Context: an optimization exercise on an open-source flow, tuned for small area, a short achievable clock period and few clock cycles per item. The choices shown serve that exercise and are no tape-out recipe. In this exercise RTL edits were held to simulation tests only and were not proved equivalent to the original. Power is estimated from default activity; no workload was simulated.

`flow/config.mk`:
```
export PLATFORM = sky130hd
export DESIGN_NAME = guide_offtarget_hamming_scan_unit
export DESIGN_NICKNAME = guide_offtarget_hamming_scan_unit
export VERILOG_FILES = /design/flow/design.v
export SDC_FILE = /design/flow/constraint.sdc
export NUM_CORES = 4
export LEC_CHECK = 0
export ABC_AREA = 1
export CAP_MARGIN = 20
export CORE_MARGIN = 2
export CORE_UTILIZATION = 45
export CTS_CLUSTER_DIAMETER = 60
export CTS_CLUSTER_SIZE = 25
export SETUP_SLACK_MARGIN = 3.75
export SLEW_MARGIN = 20
```
`flow/standard.sh`:
```
#!/bin/bash
# synth_recipe.tcl (not shown) runs the flow's synth.tcl, then flattens the netlist and writes it again
# the make line also repeats each setting of config.mk as NAME=value (left out here)
make -C /OpenROAD-flow-scripts/flow DESIGN_CONFIG=/design/flow/config.mk WORK_HOME=/design/flow/orfs CLKGATE_MAP_FILE= SYNTH_SCRIPT=/design/flow/synth_recipe.tcl "${@:-finish}"
```
`flow/constraint.sdc`:
```
create_clock -name core_clock -period 6.0 [get_ports {i_clk}]
set_input_delay 1.2000 -clock core_clock [delete_from_list [all_inputs] [get_ports {i_clk}]]
set_output_delay 1.2000 -clock core_clock [all_outputs]
set_load 0.01 [all_outputs]
```
`flow/flow/run.sh`:
```
#!/bin/bash
# The standard layout (standard.sh, unchanged synthesis and steps); the only
# difference is that the port buffers are built from buf_1 cells instead of the
# resizer's default pick, clkdlybuf4s50_1. Every port still gets its buffer and
# repair_timing still resizes them where timing needs it.
set -uo pipefail
bash standard.sh BUFFER_PORTS_ARGS="-buffer_cell sky130_fd_sc_hd__buf_1" finish > standard.log 2>&1
rc=$?
# per-step tool logs of the run, kept with the grade
cp -r orfs/logs/sky130hd/guide_offtarget_hamming_scan_unit/base tool_logs 2>/dev/null
exit $rc
```
`flow/design.v`:
```
package gohs_pkg;
    localparam int WORD_W        = 63;   
    localparam int LEN_W         = 5;
    localparam int MAX_BASES     = 31;
    localparam int LIST_W        = 16;
    localparam int ID_W          = 32;
    localparam int MM_W          = 3;
    localparam int BIN_W         = 4;    
    localparam int MMC_W         = 6;    
    localparam int CFG_IDX_W     = 2;
    localparam int CLASS_Q_DEPTH = 4;
    localparam int OUT_Q_DEPTH   = 4;
    localparam int CLASS_W       = 1 + BIN_W + 1;                
    localparam int REC_W         = 1 + ID_W + MM_W + ID_W + 1 + 1;  
    typedef enum logic [CFG_IDX_W-1:0] {
        CFG_QUERY      = 2'd0,
        CFG_LEN        = 2'd1,
        CFG_MAX_LISTED = 2'd2
    } t_cfg_index;
    typedef enum logic {
        ST_RUN  = 1'b0,
        ST_HIST = 1'b1
    } t_back_state;
    typedef struct packed {
        logic             hit;
        logic [BIN_W-1:0] bin;
        logic             last;
    } t_class_item;
    typedef struct packed {
        logic            kind;
        logic [ID_W-1:0] entry_id;
        logic [MM_W-1:0] mismatches;
        logic [ID_W-1:0] bin_count;
        logic            list_complete;
        logic            last;
    } t_record;
endpackage
import gohs_pkg::*;
module guide_offtarget_hamming_scan_unit
#(
    parameter int HIT_MM_MAX  = 4,
    parameter int COUNT_WIDTH = 16
) (
    input  logic                 i_clk,
    input  logic                 i_rst_n,
    input  logic                 push,
    output logic                 full,
    input  logic [WORD_W-1:0]    i_entry_word,
    input  logic                 i_last_entry,
    output logic                 empty,
    input  logic                 pop,
    output logic                 o_kind,
    output logic [ID_W-1:0]      o_entry_id,
    output logic [MM_W-1:0]      o_mismatches,
    output logic [ID_W-1:0]      o_bin_count,
    output logic                 o_list_complete,
    output logic                 o_last,
    input  logic                 i_cfg_valid,
    output logic                 o_cfg_ready,
    input  logic [CFG_IDX_W-1:0] i_cfg_index,
    input  logic [WORD_W-1:0]    i_cfg_data
);
    localparam int CW    = COUNT_WIDTH;
    localparam int NB    = HIT_MM_MAX + 1;    
    localparam int DEPTH = 4;                 
    logic [WORD_W-1:0] r_query;
    logic [LEN_W-1:0]  r_len;
    logic [LIST_W-1:0] r_limit;
    logic [61:0]       r_rc;         
    logic              r_rdy;        
    logic [LEN_W-1:0]  r_k;          
    logic              r_qf;         
    logic [1:0]        w_qpair;
    logic w_wr_q, w_wr_len, w_wr_lim, w_rebuild, w_rc_step;
    assign w_wr_q    = i_cfg_valid && r_rdy && (i_cfg_index == 2'd0);
    assign w_wr_len  = i_cfg_valid && r_rdy && (i_cfg_index == 2'd1);
    assign w_wr_lim  = i_cfg_valid && r_rdy && (i_cfg_index == 2'd2);
    assign w_rebuild = w_wr_q || w_wr_len;
    assign w_rc_step = !r_rdy && (r_k != r_len);
    assign o_cfg_ready = r_rdy;
    always_ff @(posedge i_clk) begin
        if (!i_rst_n) begin
            r_query <= '0;
            r_len   <= LEN_W'(20);
            r_limit <= LIST_W'(2000);
        end else begin
            if (w_wr_q)   r_query <= i_cfg_data;
            if (w_wr_len) r_len   <= i_cfg_data[LEN_W-1:0];
            if (w_wr_lim) r_limit <= i_cfg_data[LIST_W-1:0];
        end
    end
    always_ff @(posedge i_clk) begin
        if (!i_rst_n || w_rebuild) begin
            r_rdy <= 1'b0;
            r_k   <= '0;
        end else if (!r_rdy) begin
            if (r_k == r_len) begin
                r_rdy <= 1'b1;
            end else begin
                r_k <= r_k + LEN_W'(1);
            end
        end
    end
    assign w_qpair = {1'b0, r_query} >> {r_k, 1'b0};
    always_ff @(posedge i_clk) begin
        if (w_rc_step) begin
            r_rc <= {r_rc[59:0], ~w_qpair};
        end
        if (!r_rdy && !w_rc_step) begin
            r_qf <= w_qpair[0];
        end
    end
    logic [31:0] w_flag;      
    logic [30:0] w_low;       
    logic [62:0] w_dq;
    logic [61:0] w_dr;
    logic        w_opp;
    logic [31:0] w_mm;
    always_comb begin
        for (int p = 0; p < 32; p++) w_flag[p] = (r_len == LEN_W'(p));
        for (int p = 0; p < 31; p++) w_low[p]  = (r_len >  LEN_W'(p));
        w_dq  = r_query ^ i_entry_word;
        w_dr  = r_rc ^ i_entry_word[61:0];
        w_opp = 1'b0;
        for (int p = 0; p < 32; p++) w_opp = w_opp | (w_flag[p] & i_entry_word[2*p]);
        w_opp = w_opp ^ r_qf;
        for (int p = 0; p < 31; p++) begin
            w_mm[p] = (w_opp && w_low[p]) ? (w_dr[2*p] | w_dr[2*p+1])
                                          : ((w_dq[2*p] & !w_flag[p]) | w_dq[2*p+1]);
        end
        w_mm[31] = w_dq[62] & !w_flag[31];
    end
    logic        r_full;
    logic        r_v1;
    logic        r_last1;
    logic [31:0] r_mm;
    logic        w_acc;
    assign full  = r_full;
    assign w_acc = push && !r_full;
    always_ff @(posedge i_clk) begin
        r_mm    <= w_mm;
        r_last1 <= i_last_entry;
    end
    function automatic logic [4:0] th_merge(input logic [4:0] a, input logic [4:0] b);
        logic [5:0] x, y;
        logic [4:0] t;
        x = {a, 1'b1};
        y = {b, 1'b1};
        for (int k = 1; k <= 5; k++) begin
            t[k-1] = 1'b0;
            for (int i = 0; i <= k; i++) t[k-1] = t[k-1] | (x[i] & y[k-i]);
        end
        th_merge = t;
    endfunction
    logic [4:0] w_t4 [8];
    logic [4:0] w_t8 [4];
    logic [4:0] w_t16 [2];
    logic [4:0] w_t32;
    logic       w_c_hit;
    logic [2:0] w_c_bin;
    always_comb begin
        for (int g = 0; g < 8; g++) begin
            logic a, b, c, d;
            a = r_mm[4*g]; b = r_mm[4*g+1]; c = r_mm[4*g+2]; d = r_mm[4*g+3];
            w_t4[g][0] = a | b | c | d;
            w_t4[g][1] = (a & b) | (c & d) | ((a | b) & (c | d));
            w_t4[g][2] = (a & b & (c | d)) | (c & d & (a | b));
            w_t4[g][3] = a & b & c & d;
            w_t4[g][4] = 1'b0;
        end
        for (int g = 0; g < 4; g++) w_t8[g]  = th_merge(w_t4[2*g], w_t4[2*g+1]);
        for (int g = 0; g < 2; g++) w_t16[g] = th_merge(w_t8[2*g], w_t8[2*g+1]);
        w_t32   = th_merge(w_t16[0], w_t16[1]);
        w_c_hit = !w_t32[4];
        w_c_bin = {w_t32[3], w_t32[1] & !w_t32[3], (w_t32[0] & !w_t32[1]) | (w_t32[2] & !w_t32[3])};
    end
    logic       r_v2, r_c_hit, r_c_last;
    logic [2:0] r_c_bin;
    always_ff @(posedge i_clk) begin
        r_c_hit  <= w_c_hit;
        r_c_bin  <= w_c_bin;
        r_c_last <= r_last1;
    end
    logic [DEPTH-1:0] r_q_hit;
    logic [2:0]       r_q_bin [DEPTH];
    logic [DEPTH-1:0] r_q_last;
    logic [2:0]       r_q_cnt;
    logic             w_rd;
    logic [2:0]       w_head_bin_nx;
    logic [DEPTH-1:0] w_at0, w_at1;
    logic [2:0]       w_cnt0, w_cnt1;
    logic             w_full0, w_full1;
    always_comb begin
        for (int i = 0; i < DEPTH; i++) begin
            w_at0[i] = r_v2 && (r_q_cnt == 3'(i));
            w_at1[i] = r_v2 && (r_q_cnt == 3'(i+1));
        end
        w_cnt0  = r_q_cnt + 3'(r_v2);
        w_cnt1  = r_q_cnt + 3'(r_v2) - 3'd1;
        w_full0 = ({1'b0, w_cnt0} + 4'(r_v1) + 4'(w_acc)) >= 4'(DEPTH);
        w_full1 = ({1'b0, w_cnt1} + 4'(r_v1) + 4'(w_acc)) >= 4'(DEPTH);
    end
    assign w_head_bin_nx = w_rd ? (w_at1[0] ? r_c_bin : r_q_bin[1]) : (w_at0[0] ? r_c_bin : r_q_bin[0]);
    always_ff @(posedge i_clk) begin
        for (int i = 0; i < DEPTH; i++) begin
            if (w_rd) begin
                if (w_at1[i]) begin
                    r_q_hit[i]  <= r_c_hit;
                    r_q_bin[i]  <= r_c_bin;
                    r_q_last[i] <= r_c_last;
                end else if (i < DEPTH-1) begin
                    r_q_hit[i]  <= r_q_hit[i+1];
                    r_q_bin[i]  <= r_q_bin[i+1];
                    r_q_last[i] <= r_q_last[i+1];
                end
            end else if (w_at0[i]) begin
                r_q_hit[i]  <= r_c_hit;
                r_q_bin[i]  <= r_c_bin;
                r_q_last[i] <= r_c_last;
            end
        end
    end
    always_ff @(posedge i_clk) begin
        if (!i_rst_n) begin
            r_v1    <= 1'b0;
            r_v2    <= 1'b0;
            r_q_cnt <= '0;
            r_full  <= 1'b1;
        end else begin
            r_v1    <= w_acc;
            r_v2    <= r_v1;
            r_q_cnt <= w_rd ? w_cnt1 : w_cnt0;
            r_full  <= w_rebuild || (!r_rdy && w_rc_step) || (w_rd ? w_full1 : w_full0);
        end
    end
    function automatic logic [4:0] oh5(input logic [2:0] b);
        oh5 = 5'b00001 << b;
    endfunction
    logic          r_dump;
    logic          r_complete;
    logic [CW-1:0] r_id;         
    logic [CW-1:0] r_allow;      
    logic [CW-1:0] r_bin [NB];
    logic          r_empty;
    logic          w_out_free;
    logic          h_valid, h_hit, h_last;
    logic [2:0]    h_bin;
    logic [4:0]    r_s_oh;
    logic          w_ge1, w_ge2;
    logic          w_proc;
    logic          w_hit_beat;
    logic [4:0]    r_sel;       
    logic [CW-1:0] w_bsel;
    logic [CW-1:0] w_binc;
    logic          w_emit_h;
    assign h_valid    = (r_q_cnt != 2'd0);
    assign h_hit      = r_q_hit[0];
    assign h_bin      = r_q_bin[0];
    assign h_last     = r_q_last[0];
    assign w_out_free = r_empty || pop;
    assign w_ge1      = (r_allow != '0);
    assign w_ge2      = (r_allow[CW-1:1] != '0);
    logic          r_pend;
    logic [2:0]    r_pid;
    logic [2:0]    r_pbin;
    logic          w_park, w_emit_p;
    logic w_proc_free, w_proc_out;
    assign w_park      = r_dump && h_valid && h_hit && !h_last && !r_pend
                      && (r_id[CW-1:3] == '0);
    assign w_proc_free = h_valid && !h_hit && !((r_dump || r_pend) && h_last) || w_park;
    assign w_proc_out  = h_valid && h_hit && !r_dump && !r_pend;
    assign w_proc      = w_proc_free || (w_proc_out && w_out_free);
    assign w_rd        = w_proc;
    assign w_emit_p    = !r_dump && r_pend && w_out_free;
    assign w_hit_beat  = (w_proc_out || (!r_dump && r_pend)) && w_out_free && w_ge2;
    assign w_emit_h    = r_dump && w_out_free;
    always_comb begin
        w_bsel = '0;
        for (int b = 0; b < NB; b++) w_bsel = w_bsel | (r_bin[b] & {CW{r_sel[b]}});
        w_binc = (&w_bsel) ? w_bsel : w_bsel + CW'(1);
    end
    logic       w_dump_nx;
    logic [4:0] w_s_oh_nx;
    logic       w_pend_nx;
    logic       w_bin_inc;      
    logic       w_last_now;
    assign w_bin_inc  = (w_proc_out || (!r_dump && r_pend)) && w_out_free;
    assign w_last_now = !r_dump && !r_pend && w_proc && h_last;
    always_comb begin
        w_dump_nx = r_dump;
        w_s_oh_nx = r_s_oh;
        w_pend_nx = r_pend;
        if (w_last_now) begin
            w_dump_nx = 1'b1;
            w_s_oh_nx = 5'b00001;
        end
        if (w_emit_h) begin
            w_s_oh_nx = {r_s_oh[3:0], 1'b0};
            if (r_s_oh[HIT_MM_MAX]) w_dump_nx = 1'b0;
        end
        if (w_park)   w_pend_nx = 1'b1;
        if (w_emit_p) w_pend_nx = 1'b0;
    end
    always_ff @(posedge i_clk) begin
        if (!i_rst_n) begin
            r_sel  <= '0;
        end else begin
            r_sel  <= w_dump_nx ? w_s_oh_nx : oh5(w_pend_nx ? (w_park ? h_bin : r_pbin) : w_head_bin_nx);
        end
        r_dump <= i_rst_n && w_dump_nx;
        r_pend <= i_rst_n && w_pend_nx;
        r_s_oh <= w_s_oh_nx;
        if (w_park) begin
            r_pid <= r_id[2:0];
            r_pbin <= h_bin;
        end
    end
    always_ff @(posedge i_clk) begin
        if (!i_rst_n) begin
            r_complete <= 1'b0;
            r_id       <= CW'(1);
            r_allow    <= CW'(2000);
            for (int b = 0; b < NB; b++) r_bin[b] <= '0;
        end else begin
            if (w_wr_lim) r_allow <= CW'(i_cfg_data[LIST_W-1:0]);
            if (w_proc) begin
                r_id <= w_last_now ? CW'(1) : r_id + CW'(1);
            end
            if (w_last_now) begin
                r_allow    <= CW'(r_limit);
                r_complete <= h_hit ? w_ge2 : w_ge1;
            end else if (w_bin_inc && w_ge1) begin
                r_allow <= r_allow - CW'(1);
            end
            if (w_bin_inc) begin
                for (int b = 0; b < NB; b++) if (r_sel[b]) r_bin[b] <= w_binc;
            end
            if (w_emit_h) begin
                for (int b = 0; b < NB; b++) if (r_s_oh[b]) r_bin[b] <= '0;
            end
        end
    end
    logic [CW-1:0] r_o_id;
    logic [CW-1:0] r_o_cnt;
    logic          r_o_kind, r_o_cpl, r_o_last;
    logic [2:0]    r_o_mm;
    always_ff @(posedge i_clk) begin
        if (!i_rst_n) begin
            r_empty <= 1'b1;
        end else if (w_out_free) begin
            r_empty <= !(w_hit_beat || w_emit_h);
        end
    end
    always_ff @(posedge i_clk) begin
        if (w_out_free) begin
            r_o_kind <= r_dump;
            r_o_id   <= r_dump ? '0 : (r_pend ? CW'(r_pid) : r_id);
            r_o_mm   <= r_dump ? {r_s_oh[4], r_s_oh[3] | r_s_oh[2], r_s_oh[3] | r_s_oh[1]}
                      : (r_pend ? r_pbin : h_bin);
            r_o_cnt  <= r_dump ? w_bsel : '0;
            r_o_cpl  <= r_dump && r_complete;
            r_o_last <= r_dump && r_s_oh[HIT_MM_MAX];
        end
    end
    assign empty           = r_empty;
    assign o_kind          = r_o_kind;
    assign o_entry_id      = {{(ID_W-CW){1'b0}}, r_o_id};
    assign o_mismatches    = r_o_mm;
    assign o_bin_count     = {{(ID_W-CW){1'b0}}, r_o_cnt};
    assign o_list_complete = r_o_cpl;
    assign o_last          = r_o_last;
endmodule
```
==> flow_metrics.env, run 1 <==
export IMPL_status="timing/DRC/antenna clean"
export IMPL_power_switching_w=0.00289
export IMPL_io_pins=207
export IMPL_cts_hold_buffers_added=0
export IMPL_synth_ff_type="dfxtp_1"
export IMPL_path_max_fanout=1
export IMPL_clk_latency_ps=570
export IMPL_hold_class="reg2reg"
export IMPL_endpoint="o_mismatches[0]"
export IMPL_design_die_area_um2=47400
export IMPL_path_cells="clkbuf_2"
export IMPL_placed_cell_area_um2=21500
export IMPL_leakagePower_nw=11.0
export IMPL_yosys_cell_types_count=52
export IMPL_ys_seq_elements=387
export IMPL_layout_nets=3185
export IMPL_grt_pass1_vias=18200
export IMPL_fin_skew_ps=23.6
export IMPL_final_area_um2=24400
export IMPL_reg2reg_from="r_k[1]$_SDFFE_PP0P_"
export IMPL_cap_violations=0
export IMPL_pwr_share_clk=0.307
export IMPL_r2r_end="r_rc[1]$_DFFE_PP_"
export IMPL_synth_edf_count=111
export IMPL_cts_num_sinks=387
export IMPL_cp_end_kind="primary output"
export IMPL_period_needed_ps=2280
export IMPL_drc=0
export IMPL_slew_headroom=0.492
export IMPL_synth_compound_area_frac=0.118
export IMPL_reg2regPathDepth=6
export IMPL_fin_ws_ps=3720
export IMPL_clockBufferDepth=3
export IMPL_p_sw_frac=0.349
export IMPL_cp_slowest_cell="edfxtp_1"
export IMPL_timing_fmax_ghz=0.439
export IMPL_synth_xor_area_frac=0.0633
export IMPL_htree_levels=2
export IMPL_hold_start="r_last1$_DFF_P_"
export IMPL_grt_setup_unrepaired="true"
export IMPL_drt_total_wl_um=65100
export IMPL_grt_start_max_net_pins=100
export IMPL_finalCritPeriodShare=0.380
export IMPL_grt_antenna_before_repair=4
export IMPL_slowest_delay_ps=370
export IMPL_cp_depth=1
export IMPL_cts_root_buf="clkbuf_16"
export IMPL_synth_fa_ha_area_frac=0.00608
export IMPL_path_buf_inv=1
export IMPL_seq_area_frac_synth=0.431
export IMPL_cts_buffers=38
export IMPL_rows=78
export IMPL_gp_congestion=0.968
export IMPL_dr_pass1_iters=6
export IMPL_via_count=19300
export IMPL_start_kind="register"
export IMPL_p_int_w=0.00539
export IMPL_dieHeight_um=218
export IMPL_worstMarginPinSlew_ps=756
export IMPL_reg2reg_slack_ps=3810
export IMPL_power_density_nw_per_um2=339
export IMPL_synthCells=2826
export IMPL_design_core_area_um2=45300
export IMPL_cts_tree="yes"
export IMPL_path_class="reg2out"
export IMPL_area_growth_pct=18.7
export IMPL_setup_violations_final=0
export IMPL_yosysWarnings=6
export IMPL_peakVddDrop_mv=0.276
export IMPL_async_flop_share=0
export IMPL_final_max_slew_viol_count=0
export IMPL_cp_arrival_ps=1080
export IMPL_required_ps=4800
export IMPL_start_util=0.454
export IMPL_synth_top_family_by_area="simple AND/OR/NAND/NOR gates"
export IMPL_drive_gt1_frac=0.118
export IMPL_synth_simple_gate_area_frac=0.290
export IMPL_grt_usage=0.265
export IMPL_via_per_inst=5.26
export IMPL_gr_total_overflow=0
export IMPL_hpwl_um=44900
export IMPL_muxShareOfSynthArea=0
export IMPL_p_comb_frac=0.286
export IMPL_dieWidth_um=218
export IMPL_crit_family="flip-flops"
export IMPL_cp_startpoint="r_o_mm[0]$_DFFE_PN_"
export IMPL_holdPathStages=0
export IMPL_syn_area_um2=20600
export IMPL_seqPwrFrac=0.408
export IMPL_wire_per_inst_um=17.7
export IMPL_drt_initial_drc_count=1535
export IMPL_clk_pin_slew_ps=80
export IMPL_ant_nets=0
export IMPL_grt_pass1_wl_um=99000
export IMPL_hold_viol=0
export IMPL_pre_cts_slack_ps=2350
export IMPL_syn_area_per_cell_um2=7.28
export IMPL_port_buffer_count=174
export IMPL_tns_ps=0
==> state kept, by name, summed over array words and instances (netlist names), 4 cells and up <==
signal,count
r_bin,80
r_o_cnt,16
r_len,5
r_mm,32
r_query,63
r_s_oh,5
r_q_last,4
r_q_hit,4
r_sel,5
r_id,16
r_rc,62
r_limit,16
r_k,5
r_allow,16
r_o_id,16
r_q_bin,12
==> worst reg2reg max path: cells and delay by family (launching register included) <==
| family | cells | cell delay [ps] |
|---|---|---|
| buffers and inverters | 3 | 800 |
| AO/OA/AOI/OAI | 3 | 820 |
| flip-flops | 1 | 310 |
==> metrics by stage <==
| stage | instances | hold WS (ps) | util | power [W] |
|---|---|---|---|---|
| after floorplan | 2857 | 310 | - | 0.00500 |
| after global placement | 3508 | 321 | 0.476 | 0.00532 |
| after detailed placement | 3508 | 321 | 0.476 | 0.00536 |
| after CTS | 3618 | 340 | 0.521 | 0.00811 |
| after global routing | 3671 | 361 | 0.539 | 0.00875 |
| final | 3672 | 344 | 0.539 | 0.00829 |
==> power groups by stage <==
stage,clock [W],sequential (W),combinational [W]
floorplan,0,0.00335,0.00164
global placement,0,0.00343,0.00189
detailed placement,0,0.00344,0.00192
CTS,0.00259,0.00338,0.00214
global route,0.00270,0.00341,0.00263
finish,0.00254,0.00338,0.00237
==> per-layer routing <==
metal  global-route usage  share of wire
met3               0.0430          0.065
met1                0.343           0.43
met5                    0              0
met4                0.105          0.040
met2                0.444           0.47
==> cells in the mapped netlist, types with 7 or more instances <==
master / count / share of area
nand4_1: 38 / 0.012
nand2_4: 7 / 0.0038
buf_6: 9 / 0.0049
clkbuf_1: 56 / 0.010
nand3_1: 209 / 0.051
a21oi_1: 78 / 0.019
edfxtp_1: 111 / 0.16
nor3_1: 31 / 0.0075
xor2_1: 30 / 0.013
o211ai_1: 17 / 0.0062
inv_1: 277 / 0.051
nor2_1: 412 / 0.075
o21ai_1: 15 / 0.0036
dfxtp_1: 276 / 0.27
nor3_2: 9 / 0.0044
o22ai_1: 8 / 0.0024
o21a_1: 39 / 0.014
inv_2: 8 / 0.0015
o21bai_1: 16 / 0.0058
nor2_2: 9 / 0.0027
ha_1: 10 / 0.0061
buf_2: 22 / 0.0054
o21ai_0: 223 / 0.054
buf_4: 46 / 0.017
nand2_1: 690 / 0.13
xnor2_1: 115 / 0.049
==> layout by cell type (no fill, tap or decap), types with 9 or more instances in the layout <==
| cell | Yosys | layout |
|---|---|---|
| nand2_8 | 0 | 9 |
| o21ai_1 | 15 | 31 |
| nor2_2 | 9 | 14 |
| buf_12 | 1 | 14 |
| a21oi_1 | 78 | 78 |
| nor2_4 | 3 | 15 |
| o21bai_1 | 16 | 16 |
| dfxtp_1 | 276 | 261 |
| conb_1 | 1 | 32 |
| nand4_1 | 38 | 38 |
| inv_4 | 0 | 9 |
| o211ai_1 | 17 | 17 |
| nand2_2 | 5 | 16 |
| buf_4 | 46 | 72 |
| nor3_1 | 31 | 24 |
| edfxtp_1 | 111 | 111 |
| ha_1 | 10 | 9 |
| clkbuf_2 | 0 | 33 |
| o21a_1 | 39 | 39 |
| o21ai_0 | 223 | 206 |
| inv_1 | 277 | 261 |
| nor3_4 | 0 | 9 |
| buf_1 | 2 | 134 |
| xnor2_1 | 115 | 115 |
| nand2_1 | 690 | 662 |
| inv_2 | 8 | 9 |
| dfxtp_4 | 0 | 10 |
| nand3_1 | 209 | 203 |
| clkbuf_16 | 0 | 47 |
| buf_6 | 9 | 9 |
| nor2_1 | 412 | 395 |
| xor2_1 | 30 | 29 |
| nand2_4 | 7 | 23 |
| clkinvlp_4 | 0 | 10 |
==> worst min path at each step <==
stage | to | slack (ps)
floorplan | r_c_last$_DFF_P_ | 310
global placement | r_c_last$_DFF_P_ | 320
detailed placement | r_c_last$_DFF_P_ | 320
CTS | r_c_last$_DFF_P_ | 340
global route | r_c_last$_DFF_P_ | 360
finish | r_c_last$_DFF_P_ | 340
==> repair_timing <==
item | 4_1_cts | 5_1_grt
pin swaps | 14 | 16
gates cloned | 8 | 5
buffers inserted | 32 | 48
gates resized for setup | 93 | 112
endpoints found under the setup margin | 356 | 209
==> kinds of logic (layout without fill, tap and decap cells) <==
family | Yosys count | after routing
AND/OR/NAND/NOR | 1427 | 1435
flip-flops | 387 | 387
XOR/XNOR | 147 | 147
AO/OA/AOI/OAI | 427 | 427
other | 1 | 33
buffers and inverters | 427 | 633
adder cells (fa/ha/maj) | 10 | 10
==> final cells by class <==
class,count,area (um^2)
multi-input combinational,2051,10600
antenna,1,2.50
sequential,387,8900
timing repair buffer,268,1640
timing repair inverter,4,28.8
clock inverter,17,125
tap,600,751
fill,4369,20900
clock buffer,53,1210
inverter,291,1180
Testbench counts, summed over its fixed seeds: cycles 12,608, entries 12,477.
==> run 2: changes to the inputs <==
--- a/flow/config.mk
+++ b/flow/config.mk
@@ -9,5 +9,5 @@
 export CAP_MARGIN = 20
 export CORE_MARGIN = 2
-export CORE_UTILIZATION = 45
+export CORE_UTILIZATION = 35
 export CTS_CLUSTER_DIAMETER = 60
 export CTS_CLUSTER_SIZE = 25
==> run 2 against run 1 <==
Compared with the run above: clock skew up 3.8 ps; register-to-register slack better by 20 ps; cell area is 0.55% higher; core utilization is 12 points lower; setup slack worse by 15 ps; count of clock-buffer cells in the layout fell by 8; sequential share of layout area fell by 0.18 points; die area rose by 28%; critical path type unchanged; synthesized cell count unchanged; largest cell class unchanged.
==> flow_metrics.env, run 2 <==
export IMPL_fillers=6051
export IMPL_dieHeight_um=246
export IMPL_slowest_delay_ps=390
export IMPL_cts_num_sinks=387
export IMPL_final_max_slew_viol_count=0
export IMPL_yosys_cell_types_count=52
export IMPL_clockBufferDepth=3
export IMPL_finalPower_w=0.00831
export IMPL_path_buf_inv=1
export IMPL_timing_fmax_ghz=0.436
export IMPL_status="timing/DRC/antenna clean"
export IMPL_path_cells="clkbuf_2"
export IMPL_required_ps=4800
export IMPL_crit_family="flip-flops"
export IMPL_via_count=18900
export IMPL_dieWidth_um=246
export IMPL_drt_initial_drc_count=1595
export IMPL_cp_end_kind="primary output"
export IMPL_period_needed_ps=2290
export IMPL_rows=88
export IMPL_htree_levels=2
export IMPL_design_die_area_um2=60700
export IMPL_synth_ff_type="dfxtp_1"
export IMPL_synthTopCellsByCount="nand2_1, nor2_1, inv_1"
export IMPL_dr_pass1_iters=5
export IMPL_largest_register_ffs=80
export IMPL_ant_nets=0
export IMPL_fin_util=0.424
export IMPL_power_density_nw_per_um2=338
export IMPL_regMostFlops="r_bin"
export IMPL_cts_tree="yes"
export IMPL_start_util=0.355
export IMPL_cts_root_buf="clkbuf_16"
export IMPL_wire_per_inst_um=16.7
export IMPL_netlist_area_leader_share=0.269
export IMPL_finalCritPeriodShare=0.382
export IMPL_gp_congestion=0.989
export IMPL_gr_total_overflow=0
export IMPL_path_class="reg2out"
export IMPL_layout_commonest_cell="nand2_1"
export IMPL_final_cell_mix="nand2_1, nor2_1, inv_1, dfxtp_1, o21ai_0"
export IMPL_start_kind="register"
export IMPL_reg2reg_slack_ps=3830
export IMPL_grt_pass1_wl_um=97300
export IMPL_slew_headroom=0.564
export IMPL_cts_buffers=38
export IMPL_syn_area_per_cell_um2=7.28
export IMPL_port_buffer_count=174
export IMPL_seq_area_frac_synth=0.431
export IMPL_reg_top3="r_bin: 80 flops, r_query: 63 flops, r_rc: 62 flops"
export IMPL_hold_start="r_last1$_DFF_P_"
export IMPL_drt_total_wl_um=63900
export IMPL_drc=0
export IMPL_hold_viol=0
export IMPL_worstMarginPinSlew_ps=654
export IMPL_clk_latency_ps=580
export IMPL_fin_ws_ps=3710
export IMPL_grt_pass1_vias=17300
export IMPL_grt_antenna_before_repair=10
export IMPL_synthCells=2826
export IMPL_ff_latch_area_um2=8910
export IMPL_multiInputGateArea_um2=10600
export IMPL_path_max_fanout=1
export IMPL_pre_cts_slack_ps=2410
export IMPL_leakagePower_nw=10.9
export IMPL_clk_pin_slew_ps=70
export IMPL_syn_area_um2=20600
export IMPL_peakVddDrop_mv=0.246
export IMPL_cts_hold_buffers_added=0
export IMPL_finalNonFillerCells=3834
export IMPL_async_flop_share=0
export IMPL_yosysWarnings=6
export IMPL_area_growth_pct=19.4
export IMPL_layout_nets=3180
export IMPL_hpwl_um=43900
export IMPL_synthMostInstantiatedCell="nand2_1"
export IMPL_reg2reg_from="r_sel[1]$_SDFF_PN0_"
export IMPL_ys_seq_elements=387
export IMPL_cap_violations=0
export IMPL_r2r_end="r_bin[1][8]$_SDFF_PN0_"
export IMPL_tns_ps=0
export IMPL_grt_setup_unrepaired="true"
export IMPL_design_core_area_um2=57900
export IMPL_io_pins=207
export IMPL_grt_usage=0.202
export IMPL_fin_skew_ps=27.5
export IMPL_drive_gt1_frac=0.124
export IMPL_reg2regPathDepth=12
export IMPL_hold_class="reg2reg"
export IMPL_synth_edf_count=111
export IMPL_dp_cells=3672
export IMPL_grt_start_max_net_pins=91
export IMPL_cp_arrival_ps=1090
export IMPL_ys_top_cells_by_area="dfxtp_1, edfxtp_1, nand2_1"
export IMPL_synth_top_cell_by_area="dfxtp_1"
export IMPL_holdPathStages=0
export IMPL_via_per_inst=4.92
export IMPL_setup_violations_final=0
export IMPL_cp_slowest_cell="edfxtp_1"
export IMPL_hold_path_endpoint="r_c_last$_DFF_P_"
[run 2: metrics by stage]
step	hold WS, ps	cell area, um^2
floorplan	310	20900
global placement	316	21700
detailed placement	319	21700
CTS	335	23700
global route	350	24500
finish	330	24600
[run 2: what timing repair did]
| item | in CTS | in global routing |
|---|---|---|
| resized for setup | 103 | 131 |
| endpoints found under the hold margin | 0 | 0 |
| pin swaps | 9 | 17 |
| setup endpoints to repair | 357 | 327 |
| buffers inserted | 24 | 51 |
| gates cloned | 8 | 6 |
[run 2: layer usage]
layer | routed length [um] | up-vias | GRT usage
met3 | 4510 | 118 | 0.0318
met4 | 1720 | 12 | 0.0620
met2 | 29000 | 636 | 0.327
met1 | 28600 | 8559 | 0.276
li1 | - | 9527 | -
met5 | 80 | - | 0
[run 2: worst max-delay path by stage]
| stage | startpoint | end | slack [ps] | cells after the start |
|---|---|---|---|---|
| after floorplan | pop | r_bin[1][10]$_SDFF_PN0_ | 3050 | 10 |
| after detailed placement | pop | r_allow[2]$_SDFFE_PN0P_ | 2410 | 12 |
| final | r_o_id[3]$_SDFFCE_PN0N_ | o_entry_id[3] | 3710 | 1 |
| after global routing | r_o_id[3]$_SDFFCE_PN0N_ | o_entry_id[3] | 3650 | 1 |
| after global placement | pop | r_allow[2]$_SDFFE_PN0P_ | 2420 | 12 |
| after CTS | r_o_id[3]$_SDFFCE_PN0N_ | o_entry_id[3] | 3660 | 1 |
[run 2: area by class of cell]
type | count | share of cell area
flip-flops and latches | 387 | 0.363
well taps | 765 | 0.0390
diodes | 4 | 0.000408
repair inverters | 3 | 0.000815
repair buffers | 263 | 0.0655
clock buffers | 45 | 0.0411
clock inverters | 24 | 0.0101
inverters | 291 | 0.0484
multi-input cells | 2052 | 0.432
[run 2: cells by family (layout without fill, tap and decap cells)]
logic type	count (synthesis)	after routing	synth area share
XOR/XNOR	147	147	0.0633
AO/OA/AOI/OAI	427	427	0.118
AND/OR/NAND/NOR	1427	1436	0.290
adder cells (fa/ha/maj)	10	10	0.00608
other	1	36	0.000182
buffers and inverters	427	626	0.0917
flip-flops	387	387	0.431
[run 2: report_power, final]
part / internal [W] / switching [W] / total (W)
Clock: 0.00130 / 0.00116 / 0.00247
Combinational: 0.000936 / 0.00153 / 0.00247
Sequential: 0.00311 / 0.000262 / 0.00337
==> run 3: changes to the inputs <==
--- a/flow/config.mk
+++ b/flow/config.mk
@@ -9,5 +9,5 @@
 export CAP_MARGIN = 20
 export CORE_MARGIN = 2
-export CORE_UTILIZATION = 35
+export CORE_UTILIZATION = 30
 export CTS_CLUSTER_DIAMETER = 60
 export CTS_CLUSTER_SIZE = 25
==> run 3 against run 2 <==
Compared with the run above: sequential share of layout area rose by 0.57 points; routed wire length rose by 0.25%; via count fell by 0.22%; critical path type unchanged; critical endpoint is now o_entry_id[7].
==> flow_metrics.env, run 3 <==
export IMPL_holdPathStages=0
export IMPL_drc=0
export IMPL_reg_top3="r_bin: 80 flops, r_query: 63 flops, r_rc: 62 flops"
export IMPL_synthMostInstantiatedCell="nand2_1"
export IMPL_netlist_area_leader_share=0.269
export IMPL_via_count=18800
export IMPL_period_needed_ps=2320
export IMPL_hold_viol=0
export IMPL_clk_pin_slew_ps=80
export IMPL_grt_usage=0.175
export IMPL_regMostFlops="r_bin"
export IMPL_whs_ps=338
export IMPL_tns_ps=0
export IMPL_path_class="reg2out"
export IMPL_clockBufferDepth=3
export IMPL_layout_commonest_cell="nand2_1"
export IMPL_clk_latency_ps=610
export IMPL_path_max_fanout=1
export IMPL_synthCells=2826
export IMPL_seq_area_frac_synth=0.431
export IMPL_hold_path_endpoint="r_c_last$_DFF_P_"
export IMPL_yosys_cell_types_count=52
export IMPL_dieHeight_um=266
export IMPL_final_cell_mix="nand2_1, nor2_1, inv_1"
export IMPL_status="timing/DRC/antenna clean"
export IMPL_power_density_nw_per_um2=323
export IMPL_grt_pass1_wl_um=98600
export IMPL_design_die_area_um2=70700
export IMPL_cts_tree="yes"
export IMPL_cts_root_buf="clkbuf_16"
export IMPL_path_buf_inv=1
export IMPL_port_buffer_count=174
export IMPL_drive_gt1_frac=0.110
export IMPL_synthTopCellsByCount="nand2_1, nor2_1, inv_1"
export IMPL_crit_family="flip-flops"
export IMPL_async_flop_share=0
export IMPL_timing_fmax_ghz=0.431
export IMPL_cp_arrival_ps=1120
export IMPL_syn_area_per_cell_um2=7.28
export IMPL_cts_buffers=31
export IMPL_grt_start_max_net_pins=104
export IMPL_cap_violations=0
export IMPL_dieWidth_um=266
export IMPL_final_max_slew_viol_count=0
export IMPL_worstMarginPinSlew_ps=785
export IMPL_setup_violations_final=0
export IMPL_synth_edf_count=111
export IMPL_grt_antenna_before_repair=10
export IMPL_htree_levels=1
export IMPL_ys_top_cells_by_area="dfxtp_1, edfxtp_1, nand2_1"
export IMPL_drt_total_wl_um=64100
export IMPL_hold_start="r_last1$_DFF_P_"
export IMPL_ys_seq_elements=387
export IMPL_yosysWarnings=6
export IMPL_reg2reg_slack_ps=3800
export IMPL_slew_headroom=0.477
export IMPL_finalPower_w=0.00782
export IMPL_r2r_end="r_mm[17]$_DFF_P_"
export IMPL_slowest_delay_ps=390
export IMPL_leakagePower_nw=10.7
export IMPL_largest_register_ffs=80
export IMPL_finalCritPeriodShare=0.387
export IMPL_synth_ff_type="dfxtp_1"
export IMPL_path_cells="clkbuf_2"
export IMPL_placed_cell_area_um2=21900
export IMPL_pre_cts_slack_ps=2360
export IMPL_syn_area_um2=20600
export IMPL_area_growth_pct=17.6
export IMPL_final_area_um2=24200
export IMPL_start_util=0.301
export IMPL_grt_setup_unrepaired="true"
export IMPL_start_kind="register"
export IMPL_required_ps=4800
export IMPL_hold_class="reg2reg"
export IMPL_fin_skew_ps=27.0
export IMPL_peakVddDrop_mv=0.200
export IMPL_rows=96
export IMPL_io_pins=207
export IMPL_ant_nets=0
export IMPL_reg2regPathDepth=13
export IMPL_wire_per_inst_um=16.3
export IMPL_cp_end_kind="primary output"
export IMPL_design_core_area_um2=68200
export IMPL_dr_pass1_iters=6
export IMPL_reg2reg_from="r_len[1]$_SDFFE_PN0P_"
export IMPL_gp_congestion=0.938
export IMPL_gr_total_overflow=0
export IMPL_layout_nets=3161
export IMPL_cts_num_sinks=387
export IMPL_grt_pass1_vias=17400
export IMPL_via_per_inst=4.79
export IMPL_cp_slowest_cell="edfxtp_1"
export IMPL_drt_initial_drc_count=1609
export IMPL_synth_top_cell_by_area="dfxtp_1"
export IMPL_fin_ws_ps=3680
export IMPL_hpwl_um=44800
run 3: area by class of cell:
| cell class | instances | area [um^2] |
|---|---|---|
| Antenna cell | 5 | 12.5 |
| Clock buffer | 31 | 776 |
| Clock inverter | 26 | 273 |
| Fill cell | 7237 | 44000 |
| Inverter | 291 | 1180 |
| Multi-Input combinational cell | 2048 | 10500 |
| Sequential cell | 387 | 8910 |
| Tap cell | 882 | 1100 |
| Timing Repair Buffer | 254 | 1450 |
| Timing Repair inverter | 4 | 27.5 |
run 3: worst max-delay path by stage:
stage	startpoint	end	slack [ps]	cells past startpoint
floorplan	pop	r_bin[1][10]$_SDFF_PN0_	3050	10
CTS	r_o_id[7]$_SDFFCE_PN0N_	o_entry_id[7]	3630	1
global route	r_o_id[1]$_SDFFCE_PP0N_	o_entry_id[1]	3630	1
finish	r_o_id[7]$_SDFFCE_PN0N_	o_entry_id[7]	3680	1
detailed placement	i_cfg_index[0]	r_allow[2]$_SDFFE_PN0P_	2360	9
global placement	pop	r_allow[2]$_SDFFE_PN0P_	2350	12
run 3: where the power goes:
| group | switching (W) | internal, W | leakage, nW |
|---|---|---|---|
| registers | 0.000282 | 0.00311 | 3.37 |
| clock network | 0.00113 | 0.00102 | 0.507 |
| logic | 0.00147 | 0.000818 | 6.79 |
run 3: cell families (layout without fill, tap and decap cells):
group	Yosys count	after routing	synth area share
XOR/XNOR	147	147	0.0633
AO/OA/AOI/OAI	427	427	0.118
buffers and inverters	427	606	0.0917
AND/OR/NAND/NOR	1427	1432	0.290
other	1	37	0.000182
flip-flops	387	387	0.431
adder cells (fa/ha/maj)	10	10	0.00608
run 3: repair_timing:
action                                  4_1_cts  5_1_grt
gates resized for setup                      88       90
gates cloned                                  8        1
pin swaps                                    10       15
hold buffers                                  0        0
endpoints found under the setup margin      370      306
setup buffers                                28       43
run 3: routing by layer:
| metal | GRT usage | share of wire | vias to the layer above |
|---|---|---|---|
| li1 | - | - | 9477 |
| met1 | 0.237 | 0.44 | 8537 |
| met2 | 0.287 | 0.45 | 658 |
| met3 | 0.0235 | 0.072 | 132 |
| met4 | 0.0585 | 0.034 | 6 |
| met5 | 0 | 0.00064 | - |
run 3: per-stage QoR:
step | util | cells
finish | 0.354 | 3928
global route | 0.354 | 3926
CTS | 0.345 | 3879
detailed placement | 0.321 | 3786
global placement | 0.321 | 3786
floorplan | - | 2857
==> run 4: changes to the inputs <==
--- a/flow/config.mk
+++ b/flow/config.mk
@@ -12,4 +12,4 @@
 export CTS_CLUSTER_DIAMETER = 60
 export CTS_CLUSTER_SIZE = 25
-export SETUP_SLACK_MARGIN = 3.75
+export SETUP_SLACK_MARGIN = 3.8
 export SLEW_MARGIN = 20
==> run 4 against run 3 <==
Compared with the run above: clock power rose by 14%; non-clock buffer count grew 24; area after synthesis unchanged; combinational power increased by 13%; register-to-register slack is essentially flat; core utilization rose by 1.3 points; clock skew up 12 ps; sequential power about the same; routed wire length is 6.2% higher; hold slack got worse by 3.2 ps; still clean on timing, DRC and antenna; critical path type unchanged; total power is 7.7% higher.
==> flow_metrics.env, run 4 <==
export IMPL_fin_util=0.367
export IMPL_start_util=0.301
export IMPL_cp_end_kind="primary output"
export IMPL_largest_register_ffs=80
export IMPL_required_ps=4800
export IMPL_synth_edf_count=111
export IMPL_synthMostInstantiatedCell="nand2_1"
export IMPL_regMostFlops="r_bin"
export IMPL_reg2reg_from="r_len[4]$_SDFFE_PN1P_"
export IMPL_leakagePower_nw=11.0
export IMPL_drt_total_wl_um=68000
export IMPL_netlist_area_leader_share=0.269
export IMPL_dr_pass1_iters=6
export IMPL_ys_seq_elements=387
export IMPL_yosysWarnings=6
export IMPL_reg_top3="r_bin: 80 flops, r_query: 63 flops, r_rc: 62 flops"
export IMPL_cts_buffers=34
export IMPL_synth_ff_type="dfxtp_1"
export IMPL_cts_tree="yes"
export IMPL_power_density_nw_per_um2=336
export IMPL_clockBufferDepth=3
export IMPL_grt_pass1_wl_um=101000
export IMPL_grt_setup_unrepaired="true"
export IMPL_syn_area_per_cell_um2=7.28
export IMPL_cp_slowest_cell="edfxtp_1"
export IMPL_yosys_cell_types_count=52
export IMPL_htree_levels=2
export IMPL_drive_gt1_frac=0.129
export IMPL_grt_pass1_vias=17700
export IMPL_synth_top_cell_by_area="dfxtp_1"
export IMPL_cp_startpoint="r_o_last$_DFFE_PN_"
export IMPL_ys_top_cells_by_area="dfxtp_1, edfxtp_1, nand2_1"
export IMPL_area_growth_pct=21.8
export IMPL_slowest_delay_ps=390
export IMPL_slew_headroom=0.599
export IMPL_cts_num_sinks=387
export IMPL_start_kind="register"
export IMPL_async_flop_share=0
export IMPL_worstMarginPinSlew_ps=597
export IMPL_cts_root_buf="clkbuf_16"
export IMPL_via_count=19400
export IMPL_peakVddDrop_mv=0.221
export IMPL_timing_fmax_ghz=0.432
export IMPL_design_die_area_um2=70700
export IMPL_grt_usage=0.181
export IMPL_finalCritPeriodShare=0.386
export IMPL_via_per_inst=4.89
export IMPL_hold_class="reg2reg"
export IMPL_grt_antenna_before_repair=9
export IMPL_path_buf_inv=1
export IMPL_crit_family="flip-flops"
export IMPL_layout_nets=3199
export IMPL_wire_per_inst_um=17.2
export IMPL_final_max_slew_viol_count=0
export IMPL_synthCells=2826
export IMPL_period_needed_ps=2310
export IMPL_final_cell_mix="nand2_1, nor2_1, inv_1"
export IMPL_seq_area_frac_synth=0.431
export IMPL_clk_pin_slew_ps=80
export IMPL_gp_congestion=0.956
export IMPL_dieWidth_um=266
export IMPL_path_class="reg2out"
export IMPL_drt_initial_drc_count=1740
export IMPL_fin_skew_ps=39.5
export IMPL_hold_start="r_last1$_DFF_P_"
export IMPL_dieHeight_um=266
export IMPL_hpwl_um=44900
export IMPL_setup_violations_final=0
export IMPL_synthTopCellsByCount="nand2_1, nor2_1, inv_1"
export IMPL_grt_start_max_net_pins=114
export IMPL_hold_viol=0
export IMPL_clk_latency_ps=590
export IMPL_cap_violations=0
export IMPL_gr_total_overflow=0
export IMPL_rows=96
export IMPL_cp_arrival_ps=1110
export IMPL_status="timing/DRC/antenna clean"
export IMPL_layout_commonest_cell="nand2_1"
export IMPL_dp_cells=3787
export IMPL_path_cells="clkbuf_2"
export IMPL_path_max_fanout=1
export IMPL_io_pins=207
export IMPL_syn_area_um2=20600
export IMPL_port_buffer_count=174
export IMPL_tns_ps=0
export IMPL_finalNonFillerCells=3966
export IMPL_ant_nets=0
export IMPL_drc=0
export IMPL_design_core_area_um2=68200
-- run 4: repair_timing --
item / in CTS / in global routing
gates cloned: 14 / 8
setup buffers: 35 / 57
pin swaps: 12 / 32
hold buffers: 0 / 0
endpoints found under the setup margin: 370 / 265
gates resized for setup: 108 / 141
-- run 4: logic make-up (layout without fill, tap and decap cells) --
kind of cell | Yosys count | count (layout) | synth area share
AND/OR/NAND/NOR | 1427 | 1436 | 0.290
AO/OA/AOI/OAI | 427 | 427 | 0.118
flip-flops | 387 | 387 | 0.431
other | 1 | 35 | 0.000182
buffers and inverters | 427 | 642 | 0.0917
adder cells (fa/ha/maj) | 10 | 10 | 0.00608
XOR/XNOR | 147 | 147 | 0.0633
-- run 4: routing by layer --
layer | track usage | part of all wire | vias up
met1 | 0.245 | 0.43 | 8901
met4 | 0.0577 | 0.035 | 8
met5 | 0 | 0.00062 | -
li1 | - | - | 9558
met2 | 0.297 | 0.46 | 781
met3 | 0.0264 | 0.074 | 156
-- run 4: worst paths after layout --
| path | cells after the start | slack [ps] | to |
|---|---|---|---|
| worst max-delay path | 1 | 3690 | o_last |
| worst min-delay path | 0 | 330 | r_c_last$_DFF_P_ |
| worst max register to register | 11 | 3810 | r_mm[28]$_DFF_P_ |
| worst min register to register | 0 | 330 | r_c_last$_DFF_P_ |
-- run 4: stage by stage --
| step | total power [W] | hold WS, ps | instance area (um^2) | setup WS, ps |
|---|---|---|---|---|
| CTS | 0.00819 | 340 | 24100 | 3630 |
| global route | 0.00887 | 344 | 25000 | 3640 |
| finish | 0.00842 | 334 | 25100 | 3690 |
| global placement | 0.00537 | 313 | 21900 | 2270 |
| detailed placement | 0.00540 | 320 | 21900 | 2270 |
| floorplan | 0.00503 | 310 | 21000 | 3050 |
-- run 4: final cells by class --
type / count / area, um^2
Timing Repair inverter: 11 / 92.6
Inverter: 291 / 1220
Clock buffer: 39 / 943
Sequential cell: 387 / 8910
Antenna cell: 3 / 7.51
Timing Repair Buffer: 278 / 1750
Tap cell: 882 / 1100
Clock inverter: 23 / 292
Multi-Input combinational cell: 2052 / 10700
Fill cell: 7084 / 43200
-- run 4: power breakdown --
group / internal (W) / switching, W / total (W)
combinational: 0.000968 / 0.00162 / 0.00259
sequential: 0.00311 / 0.000277 / 0.00339
clock: 0.00122 / 0.00122 / 0.00245
==> run 5: changes to the inputs <==
--- a/flow/config.mk
+++ b/flow/config.mk
@@ -10,6 +10,4 @@
 export CORE_MARGIN = 2
 export CORE_UTILIZATION = 30
-export CTS_CLUSTER_DIAMETER = 60
-export CTS_CLUSTER_SIZE = 25
-export SETUP_SLACK_MARGIN = 3.8
+export SETUP_SLACK_MARGIN = 3.5
 export SLEW_MARGIN = 20
==> run 5 against run 4 <==
Compared with the run above: non-clock buffer count fell by 52; still clean; routed wire length shrank 11%; global-route usage decreased by 1.5 points; via count shrank 3.0%; clock skew down 7.2 ps; sequential share of layout area rose by 1.3 points; final cell count shrank 1.1%; clock power up 17%; fmax decreased by 3.8%.
==> flow_metrics.env, run 5 <==
export IMPL_grt_start_max_net_pins=101
export IMPL_cp_end_kind="register"
export IMPL_layout_nets=3146
export IMPL_netlist_area_leader_share=0.269
export IMPL_synthTopCellsByCount="nand2_1, nor2_1, inv_1"
export IMPL_synth_fa_ha_area_frac=0.00608
export IMPL_start_kind="input pin"
export IMPL_slew_headroom=0.334
export IMPL_power_density_nw_per_um2=351
export IMPL_area_growth_pct=17.3
export IMPL_fillers=7313
export IMPL_drive_gt1_frac=0.0800
export IMPL_period_needed_ps=2400
export IMPL_cts_hold_buffers_added=0
export IMPL_syn_area_per_cell_um2=7.28
export IMPL_synth_edf_count=111
export IMPL_status="timing/DRC/antenna clean"
export IMPL_path_max_fanout=40
export IMPL_dieHeight_um=266
export IMPL_syn_area_um2=20600
export IMPL_ys_top_cells_by_area="dfxtp_1, edfxtp_1, nand2_1"
export IMPL_synth_compound_area_frac=0.118
export IMPL_grt_pass1_wl_um=94600
export IMPL_fin_skew_ps=32.3
export IMPL_largest_register_ffs=80
export IMPL_slowest_delay_ps=180
export IMPL_design_core_area_um2=68200
export IMPL_path_class="in2reg"
export IMPL_layout_commonest_cell="nand2_1"
export IMPL_synthCells=2826
export IMPL_dieWidth_um=266
export IMPL_drt_initial_drc_count=1650
export IMPL_synth_xor_area_frac=0.0633
export IMPL_htree_levels=2
export IMPL_via_per_inst=4.80
export IMPL_p_int_w=0.00561
export IMPL_leakagePower_nw=10.6
export IMPL_grt_usage=0.166
export IMPL_hold_viol=0
export IMPL_cts_num_sinks=387
export IMPL_async_flop_share=0
export IMPL_timing_fmax_ghz=0.416
export IMPL_synthMostInstantiatedCell="nand2_1"
export IMPL_grt_antenna_before_repair=1
export IMPL_antenna_cells=0
export IMPL_placed_cell_area_um2=21800
export IMPL_path_common_cell="buf_4"
export IMPL_fin_util=0.354
export IMPL_synth_top_family_by_area="simple AND/OR/NAND/NOR gates"
export IMPL_tns_ps=0
export IMPL_ys_seq_elements=387
export IMPL_p_comb_frac=0.260
export IMPL_cts_buffers=45
export IMPL_dr_pass1_iters=5
export IMPL_port_buffer_count=174
export IMPL_cp_arrival_ps=2860
export IMPL_regMostFlops="r_bin"
export IMPL_synth_top_cell_by_area="dfxtp_1"
export IMPL_ant_nets=0
export IMPL_peakVddDrop_mv=0.236
export IMPL_setup_violations_final=0
export IMPL_final_cell_mix="nand2_1, nor2_1, inv_1"
export IMPL_drt_total_wl_um=60400
export IMPL_hpwl_um=42600
export IMPL_design_die_area_um2=70700
export IMPL_yosys_cell_types_count=52
export IMPL_power_switching_w=0.00285
export IMPL_grt_setup_unrepaired="true"
export IMPL_seqPwrFrac=0.401
export IMPL_gr_total_overflow=0
export IMPL_start_util=0.301
export IMPL_grt_pass1_vias=17200
export IMPL_clockBufferDepth=3
export IMPL_cts_root_buf="clkbuf_16"
export IMPL_reg_top3="r_bin: 80 flops, r_query: 63 flops, r_rc: 62 flops"
export IMPL_final_area_um2=24100
export IMPL_pwr_share_clk=0.339
export IMPL_rows=96
export IMPL_hold_class="reg2reg"
export IMPL_cap_violations=0
export IMPL_drc=0
export IMPL_io_pins=207
export IMPL_gp_congestion=0.923
export IMPL_cts_tree="yes"
export IMPL_seq_area_frac_synth=0.431
export IMPL_yosysWarnings=6
export IMPL_path_cells="buf_1 > nor2_4 > clkinvlp_4 > buf_12 > nand2_4 > a21oi_4 > buf_4 > buf_4 > nand2_2 > inv_8 > o21ai_0 > o21bai_1 > inv_1"
export IMPL_wire_per_inst_um=15.4
export IMPL_p_sw_frac=0.337
export IMPL_cp_slowest_cell="buf_12"
export IMPL_synth_ff_type="dfxtp_1"
export IMPL_final_max_slew_viol_count=0
export IMPL_finalCritPeriodShare=0.401
export IMPL_clk_pin_slew_ps=60
export IMPL_via_count=18800
export IMPL_clk_latency_ps=580
export IMPL_muxShareOfSynthArea=0
export IMPL_worstMarginPinSlew_ps=1000
export IMPL_required_ps=6450
export IMPL_finalPower_w=0.00846
export IMPL_synth_simple_gate_area_frac=0.290
run 5: cell counts after synthesis:
Identical to the previous run, type by type.
run 5: power by group through the flow:
stage | logic (W) | clock network (W) | registers, W
2_1_floorplan | 0.00154 | 0 | 0.00335
3_3_place_gp | 0.00188 | 0 | 0.00343
3_5_place_dp | 0.00189 | 0 | 0.00344
4_1_cts | 0.00201 | 0.00294 | 0.00339
5_1_grt | 0.00247 | 0.00305 | 0.00343
6_report | 0.00220 | 0.00287 | 0.00339
run 5: layout make-up:
type | count | area [um^2] | area share
well taps | 882 | 1100 | 0.0458
clock inverters | 13 | 204 | 0.00846
repair buffers | 226 | 1120 | 0.0464
inverters | 291 | 1170 | 0.0485
multi-input cells | 2046 | 10200 | 0.425
repair inverters | 5 | 37.5 | 0.00156
flip-flops and latches | 387 | 8890 | 0.369
clock buffers | 71 | 1350 | 0.0558
run 5: routing by layer:
layer | vias up | wire (um) | track usage
met3 | 121 | 4290 | 0.0283
li1 | 9437 | - | -
met2 | 638 | 26400 | 0.259
met1 | 8627 | 27900 | 0.233
met5 | - | 13 | 0
met4 | 2 | 1710 | 0.0527
run 5: final timing paths:
check                                          from                 endpoint  slack (ps)  cells after the start
worst max-delay path                            pop   r_bin[3][3]$_SDFF_PN0_        3600                     13
worst max register to register  r_sel[4]$_SDFF_PN0_  r_bin[1][15]$_SDFF_PN0_        3620                     12
worst min register to register      r_last1$_DFF_P_         r_c_last$_DFF_P_         380                      0
worst min-delay path                r_last1$_DFF_P_         r_c_last$_DFF_P_         380                      0
run 5: timing repair:
item / CTS / global route
buffers inserted: 13 / 27
pin swaps: 6 / 10
gates resized for setup: 48 / 47
cloned: 6 / 2
endpoints found under the setup margin: 308 / 193
run 5: kinds of logic after synthesis:
kind of cell	after synthesis
fa+ha+maj	10
buf+inv	427
simple gates	1427
compound gates	427
other cells	1
xor+xnor	147
flops	387
run 5: stage by stage:
stage	std cells	worst slack, ps	hold slack, ps
after floorplan	2857	3050	310
after global placement	3788	2300	406
after detailed placement	3788	2280	403
after CTS	3891	3400	421
after global routing	3921	3470	411
final	3921	3600	381
run 5: critical path: cells and delay by family:
| kind | cells | cell delay [ps] |
|---|---|---|
| compound gates | 3 | 310 |
| buf+inv | 7 | 880 |
| simple gates | 3 | 430 |
==> run 6: changes to the inputs <==
--- a/flow/config.mk
+++ b/flow/config.mk
@@ -10,4 +10,4 @@
 export CORE_MARGIN = 2
 export CORE_UTILIZATION = 30
-export SETUP_SLACK_MARGIN = 3.5
+export SETUP_SLACK_MARGIN = 3.95
 export SLEW_MARGIN = 20
==> run 6 against run 5 <==
Compared with the run above: core utilization rose by 7.0 points; area after synthesis did not move; cell area rose by 20%; combinational power rose by 79%; routed wire length rose by 30%; setup slack improved by 54 ps; clock skew fell by 15 ps; first-iteration DRC count rose by 31%; largest cell class unchanged; highest routed layer unchanged.
==> flow_metrics.env, run 6 <==
export IMPL_status="timing/DRC/antenna clean"
export IMPL_port_buffer_count=174
export IMPL_reg_top3="r_bin: 80 flops, r_query: 63 flops, r_rc: 62 flops"
export IMPL_multiInputGateArea_um2=12300
export IMPL_cts_num_sinks=387
export IMPL_cts_root_buf="clkbuf_16"
export IMPL_path_class="reg2reg"
export IMPL_drt_initial_drc_count=2165
export IMPL_yosysWarnings=6
export IMPL_tns_ps=0
export IMPL_gr_total_overflow=0
export IMPL_fin_skew_ps=17.1
export IMPL_fillers=6572
export IMPL_ys_seq_elements=387
export IMPL_pre_cts_slack_ps=2310
export IMPL_clk_pin_slew_ps=60
export IMPL_period_needed_ps=2350
export IMPL_grt_setup_unrepaired="true"
export IMPL_grt_start_max_net_pins=98
export IMPL_via_count=21200
export IMPL_netlist_area_leader_share=0.269
export IMPL_path_common_cell="nand2_2"
export IMPL_final_max_slew_viol_count=0
export IMPL_cap_violations=0
export IMPL_area_growth_pct=40.4
export IMPL_yosys_cell_types_count=52
export IMPL_slowest_delay_ps=440
export IMPL_required_ps=6510
export IMPL_design_die_area_um2=70700
export IMPL_io_pins=207
export IMPL_via_per_inst=5.13
export IMPL_setup_violations_final=0
export IMPL_dr_pass1_iters=8
export IMPL_grt_busiest_layer="met2"
export IMPL_synth_top_cell_by_area="dfxtp_1"
export IMPL_wire_per_inst_um=19.0
export IMPL_start_util=0.301
export IMPL_start_kind="register"
export IMPL_holdPathStages=0
export IMPL_regMostFlops="r_bin"
export IMPL_rows=96
export IMPL_gp_congestion=0.909
export IMPL_dieHeight_um=266
export IMPL_ys_top_cells_by_area="dfxtp_1, edfxtp_1, nand2_1"
export IMPL_synth_edf_count=111
export IMPL_use_met1=0.264
export IMPL_synthMostInstantiatedCell="nand2_1"
export IMPL_path_cells="clkinvlp_4 > nand2_2 > nor2_1 > nand2_1 > nand2_2 > nor3_4 > nand4_1 > buf_6 > clkbuf_16 > nand3_2 > nand2_1 > nand2_2"
export IMPL_final_cell_mix="nand2_1, nor2_1, dfxtp_1"
export IMPL_layout_commonest_cell="nand2_1"
export IMPL_synthCells=2826
export IMPL_grt_antenna_before_repair=10
export IMPL_cp_slowest_cell="dfxtp_4"
export IMPL_hold_viol=0
export IMPL_syn_area_um2=20600
export IMPL_clk_latency_ps=590
export IMPL_finalCritPeriodShare=0.392
export IMPL_grt_use_met2=0.319
export IMPL_ff_latch_area_um2=8900
export IMPL_largest_register_ffs=80
export IMPL_synth_ff_type="dfxtp_1"
export IMPL_reg2regPathDepth=12
export IMPL_drive_gt1_frac=0.268
export IMPL_hold_class="reg2reg"
export IMPL_crit_family="simple AND/OR/NAND/NOR gates"
export IMPL_finalPower_w=0.0101
export IMPL_path_max_fanout=6
export IMPL_drc=0
export IMPL_leakagePower_nw=12.6
export IMPL_worstMarginPinSlew_ps=659
export IMPL_grt_usage=0.199
export IMPL_async_flop_share=0
export IMPL_synthTopCellsByCount="nand2_1, nor2_1, inv_1"
export IMPL_cts_buffers=45
export IMPL_grt_pass1_vias=19200
export IMPL_drt_total_wl_um=78400
export IMPL_cp_arrival_ps=2860
export IMPL_seq_area_frac_synth=0.431
export IMPL_cp_depth=12
export IMPL_design_core_area_um2=68200
export IMPL_grt_use_met3=0.0358
export IMPL_path_buf_inv=3
export IMPL_ant_nets=0
export IMPL_clockBufferDepth=3
export IMPL_power_density_nw_per_um2=351
export IMPL_cp_end_kind="register"
export IMPL_whs_ps=324
export IMPL_syn_area_per_cell_um2=7.28
export IMPL_timing_fmax_ghz=0.425
export IMPL_peakVddDrop_mv=0.276
export IMPL_dieWidth_um=266
export IMPL_hpwl_um=45600
export IMPL_layout_nets=3355
export IMPL_fin_ws_ps=3650
export IMPL_slew_headroom=0.561
export IMPL_cts_tree="yes"
export IMPL_grt_pass1_wl_um=110000
export IMPL_htree_levels=2
==> run 6: cell families after synthesis <==
family / share of synthesized area
AND/OR/NAND/NOR: 0.290
AO/OA/AOI/OAI: 0.118
buffers and inverters: 0.0917
flip-flops: 0.431
XOR/XNOR: 0.0633
adder cells (fa/ha/maj): 0.00608
other: 0.000182
==> run 6: final timing paths <==
| check | startpoint | end | slack [ps] |
|---|---|---|---|
| worst max-delay path | r_len[2]$_SDFFE_PN1P_ | r_mm[22]$_DFF_P_ | 3650 |
| worst min-delay path | r_last1$_DFF_P_ | r_c_last$_DFF_P_ | 320 |
| worst max register to register | r_len[2]$_SDFFE_PN1P_ | r_mm[22]$_DFF_P_ | 3650 |
| worst min register to register | r_last1$_DFF_P_ | r_c_last$_DFF_P_ | 320 |
==> run 6: per-layer routing <==
layer / part of all wire / up-vias
met5: 0.00056 / -
met4: 0.053 / 6
met3: 0.093 / 325
met2: 0.45 / 1167
met1: 0.41 / 9782
li1: - / 9926
==> run 6: what timing repair did <==
| action | in CTS | in global routing |
|---|---|---|
| buffers inserted | 133 | 77 |
| gates cloned | 31 | 15 |
| endpoints found under the hold margin | 0 | 0 |
| hold buffers | 0 | 0 |
| resized for setup | 328 | 423 |
| endpoints found under the setup margin | 418 | 344 |
| pin swaps | 76 | 141 |
==> run 6: worst register-to-register path, delay by kind of cell, from the launching register on <==
kind | cells | cell delay (ps)
flip-flops | 1 | 440
AND/OR/NAND/NOR | 9 | 1180
buffers and inverters | 3 | 680
==> run 6: cell type report <==
| type | count | area share |
|---|---|---|
| Multi-Input combinational cell | 2056 | 0.427 |
| Sequential cell | 387 | 0.308 |
| Timing Repair Buffer | 407 | 0.119 |
| Clock buffer | 65 | 0.0462 |
| Inverter | 291 | 0.0447 |
| Tap cell | 882 | 0.0382 |
| Timing Repair inverter | 23 | 0.00953 |
| Clock inverter | 18 | 0.00576 |
| Antenna cell | 6 | 0.000520 |
==> run 6: power by group <==
group | switching [W] | leakage, nW | internal, W
clock | 0.00116 | 0.742 | 0.00163
combinational | 0.00221 | 8.47 | 0.00173
sequential | 0.000282 | 3.37 | 0.00311
==> run 6: stage by stage <==
stage	cells	utilization	cell area, um^2
after floorplan	2857	-	21400
after CTS	4037	0.389	26600
after global placement	3790	0.326	22300
after global routing	4131	0.423	28900
final	4135	0.423	28900
after detailed placement	3790	0.326	22300
==> run 7: changes to the inputs <==
--- a/flow/config.mk
+++ b/flow/config.mk
@@ -9,5 +9,5 @@
 export CAP_MARGIN = 20
 export CORE_MARGIN = 2
-export CORE_UTILIZATION = 30
-export SETUP_SLACK_MARGIN = 3.95
+export CORE_UTILIZATION = 40
+export SETUP_SLACK_MARGIN = 3.72
 export SLEW_MARGIN = 20
==> run 7 against run 6 <==
Compared with the run above: sequential share of layout area increased by 5.2 points; still clean on timing, DRC and antenna; combinational power down 39%; highest routed layer unchanged; register-to-register slack improved by 60 ps; cell area is 14% lower; core utilization grew 6.1 points; die area down 25%; via count decreased by 8.2%; largest power group is now registers; setup slack better by 29 ps; hold slack improved by 83 ps.
==> flow_metrics.env, run 7 <==
export IMPL_tns_ps=0
export IMPL_period_needed_ps=2320
export IMPL_grt_antenna_before_repair=4
export IMPL_synth_top_cell_by_area="dfxtp_1"
export IMPL_grt_pass1_wl_um=99800
export IMPL_design_core_area_um2=51100
export IMPL_synthMostInstantiatedCell="nand2_1"
export IMPL_htree_levels=2
export IMPL_p_comb_frac=0.282
export IMPL_clockBufferDepth=3
export IMPL_cp_startpoint="r_o_cnt[14]$_SDFFCE_PN0N_"
export IMPL_synthCells=2826
export IMPL_seq_area_frac_synth=0.431
export IMPL_status="timing/DRC/antenna clean"
export IMPL_dr_pass1_iters=6
export IMPL_antenna_cells=0
export IMPL_timing_fmax_ghz=0.431
export IMPL_syn_area_um2=20600
export IMPL_start_util=0.403
export IMPL_synth_edf_count=111
export IMPL_required_ps=4800
export IMPL_drc=0
export IMPL_layout_commonest_cell="nand2_1"
export IMPL_ys_top_cells_by_area="dfxtp_1, edfxtp_1, nand2_1"
export IMPL_routed_top_layer="met5"
export IMPL_drive_gt1_frac=0.122
export IMPL_pwr_share_clk=0.322
export IMPL_final_cell_mix="nand2_1, nor2_1, inv_1, dfxtp_1, o21ai_0"
export IMPL_slowest_delay_ps=390
export IMPL_grt_start_max_net_pins=99
export IMPL_yosys_cell_types_count=52
export IMPL_endpoint="o_bin_count[14]"
export IMPL_synth_ff_type="dfxtp_1"
export IMPL_clk_pin_slew_ps=60
export IMPL_cts_hold_buffers_added=0
export IMPL_wire_per_inst_um=17.3
export IMPL_gr_total_overflow=0
export IMPL_setup_violations_final=0
export IMPL_largest_register_ffs=80
export IMPL_drt_initial_drc_count=1706
export IMPL_reg_top3="r_bin: 80 flops, r_query: 63 flops, r_rc: 62 flops"
export IMPL_reg2reg_from="r_len[4]$_SDFFE_PN1P_"
export IMPL_met1_length_um=28200
export IMPL_dieHeight_um=231
export IMPL_io_pins=207
export IMPL_worstMarginPinSlew_ps=700
export IMPL_cap_violations=0
export IMPL_synthTopCellsByCount="nand2_1, nor2_1, inv_1"
export IMPL_reg2reg_slack_ps=3710
export IMPL_finalPower_w=0.00853
export IMPL_regMostFlops="r_bin"
export IMPL_cp_slowest_cell="edfxtp_1"
export IMPL_cp_arrival_ps=1120
export IMPL_gp_congestion=0.988
export IMPL_p_sw_frac=0.342
export IMPL_drt_total_wl_um=65400
export IMPL_peakVddDrop_mv=0.227
export IMPL_via_per_inst=5.16
export IMPL_grt_usage=0.236
export IMPL_syn_area_per_cell_um2=7.28
export IMPL_rows=83
export IMPL_dieWidth_um=231
export IMPL_port_buffer_count=174
export IMPL_grt_pass1_vias=18000
export IMPL_hold_class="reg2reg"
export IMPL_placed_cell_area_um2=21600
export IMPL_via_count=19500
export IMPL_finalCritPeriodShare=0.387
export IMPL_seqPwrFrac=0.397
export IMPL_path_max_fanout=1
export IMPL_leakagePower_nw=11.1
## run 7: cell counts after synthesis
Identical to the previous run, type by type.
## run 7: area by class of cell
| cell class | count | area [um^2] | area share |
|---|---|---|---|
| Timing Repair Buffer | 281 | 1780 | 0.0718 |
| Timing Repair inverter | 4 | 23.8 | 0.000961 |
| Tap cell | 680 | 851 | 0.0344 |
| Sequential cell | 387 | 8900 | 0.360 |
| Clock inverter | 20 | 173 | 0.00698 |
| Multi-Input combinational cell | 2048 | 10500 | 0.426 |
| Inverter | 291 | 1190 | 0.0481 |
| Clock buffer | 65 | 1280 | 0.0519 |
## run 7: through the flow
stage / hold slack [ps] / setup slack [ps] / utilization
finish: 407 / 3680 / 0.484
global route: 399 / 3650 / 0.484
CTS: 411 / 3650 / 0.465
detailed placement: 395 / 2340 / 0.424
global placement: 393 / 2390 / 0.423
floorplan: 310 / 3050 / -
## run 7: power by group through the flow
stage	sequential, W	combinational (W)	clock, W
after floorplan	0.00335	0.00163	0
after detailed placement	0.00344	0.00192	0
after global placement	0.00343	0.00189	0
final	0.00338	0.00240	0.00274
after CTS	0.00339	0.00215	0.00279
after global routing	0.00342	0.00266	0.00290
## run 7: worst min path at each step
stage / slack (ps) / end / cells past startpoint / start
after global placement: 390 / r_c_last$_DFF_P_ / 0 / r_last1$_DFF_P_
after detailed placement: 400 / r_c_last$_DFF_P_ / 0 / r_last1$_DFF_P_
after CTS: 410 / r_c_last$_DFF_P_ / 0 / r_last1$_DFF_P_
final: 410 / r_c_last$_DFF_P_ / 0 / r_last1$_DFF_P_
after floorplan: 310 / r_c_last$_DFF_P_ / 0 / r_last1$_DFF_P_
after global routing: 400 / r_c_last$_DFF_P_ / 0 / r_last1$_DFF_P_
## run 7: repair_timing
action / CTS / global route
gates cloned: 8 / 8
gates resized for setup: 88 / 125
endpoints found under the setup margin: 309 / 263
pin swaps: 12 / 28
setup buffers: 29 / 58
## run 7: cell families (layout without fill, tap and decap cells)
kind of cell	after synthesis	count (layout)	synth area share
AO/OA/AOI/OAI	427	427	0.118
XOR/XNOR	147	147	0.0633
adder cells (fa/ha/maj)	10	10	0.00608
buffers and inverters	427	661	0.0917
flip-flops	387	387	0.431
other	1	32	0.000182
AND/OR/NAND/NOR	1427	1432	0.290
## run 7: metal layers
metal | GRT usage | vias to the layer above
li1 | - | 9559
met1 | 0.317 | 9012
met2 | 0.384 | 728
met3 | 0.0366 | 160
met4 | 0.0875 | 8
met5 | 0 | -
